This design comes from an exercise in tuning for small area, a short achievable clock period and few clock cycles per item on the open sky130 flow, not from production work. Function was checked by simulation only, so behaviour that the tests miss may differ from the original.

[flow/design.v]
package bpsk_pkg;
    localparam int CORDIC_STAGES = 16;
    function automatic logic signed [15:0] cordic_atan(input int i);
        case (i)
            0:       cordic_atan = 16'sd8192;
            1:       cordic_atan = 16'sd4836;
            2:       cordic_atan = 16'sd2555;
            3:       cordic_atan = 16'sd1297;
            4:       cordic_atan = 16'sd651;
            5:       cordic_atan = 16'sd326;
            6:       cordic_atan = 16'sd163;
            7:       cordic_atan = 16'sd81;
            8:       cordic_atan = 16'sd41;
            9:       cordic_atan = 16'sd20;
            10:      cordic_atan = 16'sd10;
            11:      cordic_atan = 16'sd5;
            12:      cordic_atan = 16'sd3;
            13:      cordic_atan = 16'sd1;
            14:      cordic_atan = 16'sd1;
            default: cordic_atan = 16'sd0;
        endcase
    endfunction
    typedef struct packed {
        logic signed [15:0] q;
        logic signed [15:0] i;
    } sample_t;
    typedef enum logic [0:0] {IDLE = 1'b0, SEND = 1'b1} mod_state_t;
    function automatic logic signed [15:0] sat16(input logic signed [31:0] v);
        if (v > 32'sd32767)       sat16 = 16'sd32767;
        else if (v < -32'sd32767) sat16 = -16'sd32767;
        else                      sat16 = v[15:0];
    endfunction
endpackage
module cordic_rotator
(
    input  logic               clk,
    input  logic               rst_n,
    input  logic               ce,
    input  logic               in_valid,
    input  logic               in_last,
    input  logic signed [31:0] in_x,
    input  logic signed [31:0] in_y,
    input  logic signed [15:0] in_z,
    output logic               out_valid,
    output logic               out_last,
    output logic [3:0]         out_strb,
    output bpsk_pkg::sample_t  out_data
);
    localparam int STAGES = bpsk_pkg::CORDIC_STAGES;
    logic [STAGES:0]    vld_pipe;
    logic [STAGES:0]    last_pipe;
    logic signed [31:0] x_r [STAGES];
    logic signed [31:0] y_r [STAGES];
    logic signed [15:0] z_r [STAGES];
    logic signed [31:0] x_n [STAGES];
    logic signed [31:0] y_n [STAGES];
    always_comb begin
        for (int i = 0; i < STAGES; i++) begin
            if (z_r[i] >= 16'sd0) begin
                x_n[i] = x_r[i] - (y_r[i] >>> i);
                y_n[i] = y_r[i] + (x_r[i] >>> i);
            end else begin
                x_n[i] = x_r[i] + (y_r[i] >>> i);
                y_n[i] = y_r[i] - (x_r[i] >>> i);
            end
        end
    end
    always_ff @(posedge clk or negedge rst_n) begin
        if (!rst_n) begin
            vld_pipe  <= '0;
            last_pipe <= '0;
            out_strb  <= '0;
            out_data  <= '0;
            for (int i = 0; i < STAGES; i++) begin
                x_r[i] <= '0;
                y_r[i] <= '0;
                z_r[i] <= '0;
            end
        end else if (ce) begin
            vld_pipe  <= {vld_pipe[STAGES-1:0], in_valid};
            last_pipe <= {last_pipe[STAGES-1:0], in_last};
            x_r[0]    <= in_x;
            y_r[0]    <= in_y;
            z_r[0]    <= in_z;
            for (int i = 1; i < STAGES; i++) begin
                x_r[i] <= x_n[i-1];
                y_r[i] <= y_n[i-1];
                z_r[i] <= (z_r[i-1] >= 16'sd0) ? z_r[i-1] - bpsk_pkg::cordic_atan(i-1)
                                               : z_r[i-1] + bpsk_pkg::cordic_atan(i-1);
            end
            out_strb   <= {4{vld_pipe[STAGES-1]}};
            out_data.i <= bpsk_pkg::sat16(x_n[STAGES-1]);
            out_data.q <= bpsk_pkg::sat16(y_n[STAGES-1]);
        end
    end
    assign out_valid = vld_pipe[STAGES];
    assign out_last  = last_pipe[STAGES];
endmodule
module bpsk_modulator
#(
    parameter int          C_S00_AXIS_TDATA_WIDTH = 32,
    parameter int          C_M00_AXIS_TDATA_WIDTH = 32,
    parameter int          SPS                    = 8,
    parameter logic [15:0] PHASE_INC              = 16'd6151,
    parameter int          AMP                    = 16384
)(
    input  logic                                  s00_axis_aclk,
    input  logic                                  s00_axis_aresetn,
    input  logic                                  s00_axis_tvalid,
    output logic                                  s00_axis_tready,
    input  logic [C_S00_AXIS_TDATA_WIDTH-1:0]     s00_axis_tdata,
    input  logic [C_S00_AXIS_TDATA_WIDTH/8-1:0]   s00_axis_tstrb,
    input  logic                                  s00_axis_tlast,
    output logic                                  m00_axis_tvalid,
    input  logic                                  m00_axis_tready,
    output logic [C_M00_AXIS_TDATA_WIDTH-1:0]     m00_axis_tdata,
    output logic [C_M00_AXIS_TDATA_WIDTH/8-1:0]   m00_axis_tstrb,
    output logic                                  m00_axis_tlast
);
    localparam int                 SW       = $clog2(SPS);
    localparam logic [SW-1:0]      SMP_LAST = SW'(SPS - 1);
    localparam logic signed [31:0] AMP_P    = 32'(AMP);
    localparam logic [0:0]         ST_IDLE  = bpsk_pkg::IDLE;
    localparam logic [0:0]         ST_SEND  = bpsk_pkg::SEND;
    logic [0:0]         state;
    logic               run;        
    logic [7:0]         byte_r;
    logic               last_r;
    logic [2:0]         bit_cnt;
    logic [SW-1:0]      smp_cnt;
    logic [15:0]        phase;
    logic               ce, issue, smp_end, byte_end, s_hs;
    logic               cur_bit, sym_bit;
    logic signed [31:0] amp_s, x0;
    logic signed [15:0] ph_s, z0;
    bpsk_pkg::sample_t            out_data;
    logic [3:0]         out_strb;
    logic               unused_in;
    assign ce       = !m00_axis_tvalid || m00_axis_tready;
    assign issue    = (state == ST_SEND) && ce;
    assign smp_end  = (smp_cnt == SMP_LAST);
    assign byte_end = smp_end && (bit_cnt == 3'd7);
    assign s00_axis_tready = run && ((state == ST_IDLE) || (issue && byte_end));
    assign s_hs     = s00_axis_tvalid && s00_axis_tready;
    assign cur_bit  = byte_r[bit_cnt];
    assign sym_bit = cur_bit;
    always_comb begin
        amp_s = sym_bit ? AMP_P : -AMP_P;
        ph_s  = $signed(phase);
        x0    = amp_s;
        z0    = ph_s;
        if (ph_s > 16'sd16384 || ph_s < -16'sd16384) begin
            x0 = -amp_s;
            z0 = $signed(phase + 16'h8000);
        end
        if (!issue) begin
            x0 = '0;
            z0 = '0;
        end
    end
    always_ff @(posedge s00_axis_aclk or negedge s00_axis_aresetn) begin
        if (!s00_axis_aresetn) begin
            state   <= ST_IDLE;
            run     <= 1'b0;
            byte_r  <= '0;
            last_r  <= 1'b0;
            bit_cnt <= '0;
            smp_cnt <= '0;
            phase   <= '0;
        end else begin
            run <= 1'b1;
            if (state == ST_IDLE) begin
                if (s_hs) begin
                    byte_r  <= s00_axis_tdata[7:0];
                    last_r  <= s00_axis_tlast;
                    bit_cnt <= '0;
                    smp_cnt <= '0;
                    state   <= ST_SEND;
                end
            end else if (ce) begin
                phase <= phase + PHASE_INC;
                if (smp_end) begin
                    smp_cnt <= '0;
                    if (bit_cnt == 3'd7) begin
                        bit_cnt <= '0;
                        if (s_hs) begin
                            byte_r <= s00_axis_tdata[7:0];
                            last_r <= s00_axis_tlast;
                        end else begin
                            state <= ST_IDLE;
                        end
                    end else begin
                        bit_cnt <= bit_cnt + 3'd1;
                    end
                end else begin
                    smp_cnt <= smp_cnt + SW'(1);
                end
            end
        end
    end
    cordic_rotator u_cordic (
        .clk       (s00_axis_aclk),
        .rst_n     (s00_axis_aresetn),
        .ce        (ce),
        .in_valid  (issue),
        .in_last   (issue && byte_end && last_r),
        .in_x      (x0),
        .in_y      (32'sd0),
        .in_z      (z0),
        .out_valid (m00_axis_tvalid),
        .out_last  (m00_axis_tlast),
        .out_strb  (out_strb),
        .out_data  (out_data)
    );
    assign m00_axis_tdata = C_M00_AXIS_TDATA_WIDTH'(out_data);
    assign m00_axis_tstrb = out_strb;
    assign unused_in      = ^{s00_axis_tstrb, s00_axis_tdata[C_S00_AXIS_TDATA_WIDTH-1:8]};
endmodule
[flow/run.sh]
#!/bin/bash
# synth_recipe.tcl (not shown) runs the flow's synth.tcl, then flattens the netlist and writes it again
# the make line also repeats each setting of config.mk as NAME=value (left out here)
make -C /OpenROAD-flow-scripts/flow DESIGN_CONFIG=/design/flow/config.mk WORK_HOME=/design/flow/orfs CLKGATE_MAP_FILE= SYNTH_SCRIPT=/design/flow/synth_recipe.tcl finish
[flow/config.mk]
export PLATFORM = sky130hd
export DESIGN_NAME = bpsk_modulator
export DESIGN_NICKNAME = bpsk_modulator
export VERILOG_FILES = /design/flow/design.v
export SDC_FILE = /design/flow/constraint.sdc
export NUM_CORES = 4
export LEC_CHECK = 0
export CAP_MARGIN = 20
export CORE_MARGIN = 2
export CORE_UTILIZATION = 40
export SLEW_MARGIN = 20
[flow/constraint.sdc]
create_clock -name core_clock -period 6.0 [get_ports {s00_axis_aclk}]
set_input_delay 1.2000 -clock core_clock [delete_from_list [all_inputs] [get_ports {s00_axis_aclk}]]
set_output_delay 1.2000 -clock core_clock [all_outputs]
set_load 0.01 [all_outputs]
==> results.yml <==
clock_tree:
  numCtsBuffers: 146
  clkTransAtPathRegs_ns: 0.06
  clk_latency_ns: 0.84
  cts_tree: "built"
  cts_hold_buf: 0
  clock_path_buffers: 3
  htree_levels: 4
  cts_root_buf: "clkbuf_16"
  cts_sinks: 1159
sta:
  tightest_slew_ns: 1.12
  finalSetupViolations: 0
  hold_viol: 0
  rsz0062_at_grt: "no"
  slew_viol_final: 0
  tns_ns: 0
  period_share_pct: 94.5
  finalWorstPathRequiredPeriod_ns: 5.67
  fmax_mhz: 176
  skew_ns: 0.0600
  slew_headroom_pct: 24.1
finish:
  layout_commonest_cell: "a21oi_1"
  drive_gt1_share_pct: 5.08
  final_cell_area_um2: 111000
  syn_to_final_growth_pct: 9.58
  layout.nets: 13469
  layout_common_cells: "a21oi_1 (1,388), nand2_1 (1,327), nor2_1 (1,260)"
  final_util_pct: 44.1
critical_path:
  crit_required_ns: 6.71
  path_class: "reg2reg"
  crit_path_end_kind: "flip-flop"
  cp_max_fo: 7
  worstPathArrival_ns: 6.38
  crit_path_start_kind: "flip-flop"
yosys:
  synth-edff-count: 0
  synth-seq-cells: 1159
  syn-cell-area_um2: 101000
  synth_top_flop_cell: "dfrtp_1"
  synth_cell_types: 107
  ys_seq_area_share_pct: 28.7
  synth.net_count: 13536
  async_flop_share_pct: 100
  yosysWarnings: 7
  syn_avg_cell_area_um2: 8.17
  syn_inst: 12379
detailed_routing:
  wirelength_um: 275000
  firstDrtPassIters: 6
  drtIter0Drc: 5418
  vias: 85614
  ant_nets: 0
  viasPerCell: 5.43
  drc_errors: 0
  wl_per_cell_um: 17.4
placed_design:
  gp_congestion: 0.905
  postPlaceCellArea_um2: 106000
  dpl.hpwl_um: 213000
  io_buffers: 51
floorplanning:
  num_rows: 184
  start_util_pct: 40.2
  ioPinCount: 80
  die_w_um: 507
  fp.dieArea_um2: 257000
  coreArea_um2: 251000
  chipHeight_um: 507
grt:
  grt_pass1_vias: 80869
  grt_overflow: 0
  grt_start_max_net_pins: 172
  antenna_found_initial: 1
  track_usage_pct: 21.1
  grt_pass1_wl_um: 446000
flow_run:
  maxCapViolCount: 0
status:
  status: "finished clean"
worst_hold_path:
  min_path_type: "in2async"
-- area by class of cell --
| type | count | area, um^2 |
|---|---|---|
| Timing Repair Buffer | 194 | 1860 |
| Antenna cell | 3 | 7.51 |
| Multi-Input combinational cell | 10296 | 68700 |
| Clock buffer | 188 | 4010 |
| Clock inverter | 78 | 1120 |
| Sequential cell | 1159 | 29000 |
| Tap cell | 3348 | 4190 |
| Inverter | 515 | 1930 |
| Fill cell | 25367 | 141000 |
-- logic make-up after synthesis --
logic type / count (synthesis) / share of synthesized area, %
simple gates: 4009 / 18.2
compound gates: 3667 / 22.2
xor+xnor: 1385 / 12.0
flops: 1159 / 28.7
fa+ha+maj: 1116 / 14.2
buf+inv: 924 / 3.47
mux: 118 / 1.28
other cells: 1 / 0.00371
-- what timing repair did --
| item | in CTS | in global routing |
|---|---|---|
| endpoints found under the setup margin | 0 | 26 |
| endpoints found under the hold margin | 0 | 0 |
| buffers inserted | 0 | 2 |
| resized for setup | 0 | 14 |
-- critical path, stage by stage, from the launching register on --
cell       delay, ns
dfrtp_1         0.37
or3_1           0.39
nor2_1          0.13
nand2_1         0.08
or2_2           0.30
or3_1           0.37
or3_1           0.37
o31ai_2         0.22
buf_4           0.20
xnor2_1         0.08
ha_1            0.38
a21oi_1         0.24
o21bai_1        0.10
a21oi_1         0.15
o21ai_0         0.15
o21ai_1         0.27
a21boi_0        0.14
or3_1           0.34
a2111oi_1       0.44
nand4_1         0.16
buf_4           0.19
buf_4           0.16
a21o_1          0.17
o22a_1          0.15
-- stage by stage --
step	setup slack (ns)	hold slack (ns)	cells
after floorplan	0.350	0.430	12379
after global placement	0.168	0.441	15510
after detailed placement	0.178	0.452	15510
after CTS	0.128	0.346	15776
after global routing	0.00748	0.380	15779
final	0.328	0.334	15781
-- cell usage after synthesis, types with 23 or more instances --
cell type  instances  area [um^2]
nand4_1           57          357
nor2b_1           97          607
nor3b_1           46          345
a31oi_1           99          619
a21o_1           324         2430
nand3b_1          47          353
nor4_1            82          513
dfrtp_1         1159        29000
a211oi_1          89          668
nand2_1         1327         4980
xor2_1           587         5140
nand2b_1         172         1080
or3_1            132          826
and3_1            75          469
o31ai_1          224         1680
a21boi_0          57          428
a21oi_1         1389         6950
nor4b_1           30          263
ha_1            1070        13400
mux2i_1           46          460
mux2_2            70          788
nor3_1           305         1530
o21bai_1         140         1050
a31o_2            23          201
o41ai_1           57          499
or2_2             56          350
o31a_1            24          210
nand3_1          171          856
o211ai_1          44          330
xnor2_1          796         6970
o21a_1           113          848
or4_1             33          248
and2_1            58          363
fa_1              46          921
nor2_1          1261         4730
inv_1            505         1900
o21ai_1           30          150
buf_1             43          161
clkbuf_1         354         1330
o21ai_0          817         4090
-- layer usage --
layer	track usage [%]	routed length (um)	vias to the layer above
met5	0	0	-
met4	6.40	8110	0
met3	2.07	9150	315
met2	34.3	125000	1217
met1	29.5	133000	40218
li1	-	-	43864
-- registers in the layout, summed over array words and instances, names as in the netlist --
name and flops:
u_cordic.x_r 413, u_cordic.y_r 410, u_cordic.z_r 241, u_cordic.out_data 32, u_cordic.last_pipe 17, phase 16
u_cordic.vld_pipe 13, byte_r 8, bit_cnt 3, smp_cnt 3, last_r 1, run 1
state 1
-- path summary, 6_finish.rpt --
| check | startpoint | endpoint | slack (ns) | depth (start not counted) |
|---|---|---|---|---|
| min reg2reg | u_cordic.vld_pipe[15] | u_cordic.vld_pipe[15] | 0.46 | 2 |
| max in group asynchronous | s00_axis_aresetn | u_cordic.y_r[15][12] | 4.26 | 2 |
| min in group core_clock | u_cordic.vld_pipe[15] | u_cordic.vld_pipe[15] | 0.46 | 2 |
| min | s00_axis_aresetn | u_cordic.x_r[2][17] | 0.33 | 1 |
| max reg2reg | u_cordic.x_r[15][19] | u_cordic.out_data[16] | 0.33 | 23 |
| max | u_cordic.x_r[15][19] | u_cordic.out_data[16] | 0.33 | 23 |
Testbench counts, summed over its fixed seeds: cycles 24,728, samples 24,576.

separate check: timing with driven ports:
The results above use ideal ports. As a check the final layout listed here was re-extracted and re-timed, cells and wires unchanged. Step 1 (the two cells are an assumption about what drives the block):
set clk [get_ports {s00_axis_aclk}]
set_driving_cell -lib_cell sky130_fd_sc_hd__clkbuf_16 $clk
set_driving_cell -lib_cell sky130_fd_sc_hd__buf_2 [delete_from_list [all_inputs] $clk]
Step 2, shift: input delay + t, output delay - t, t = (earliest + latest rising clock arrival at the registers) / 2. This alone moves slack from input paths to output paths. Slacks: ideal / step 1 / step 2; pairs: ideal / step 1.
t, ns: 0.900
setup slack, ns: 0.328 / 0.328 / 0.328
hold slack, ns: 0.334 / 0.303 / 0.457
clock arrival spread, ns: 0.064 / 0.064
slew at the worst register clock pin (ns): 0.07 / 0.07
After both steps setup and hold are still met in this run. For this run, drivers alone change the setup slack by 0.000 ns; drivers and shift together by 0.000 ns.
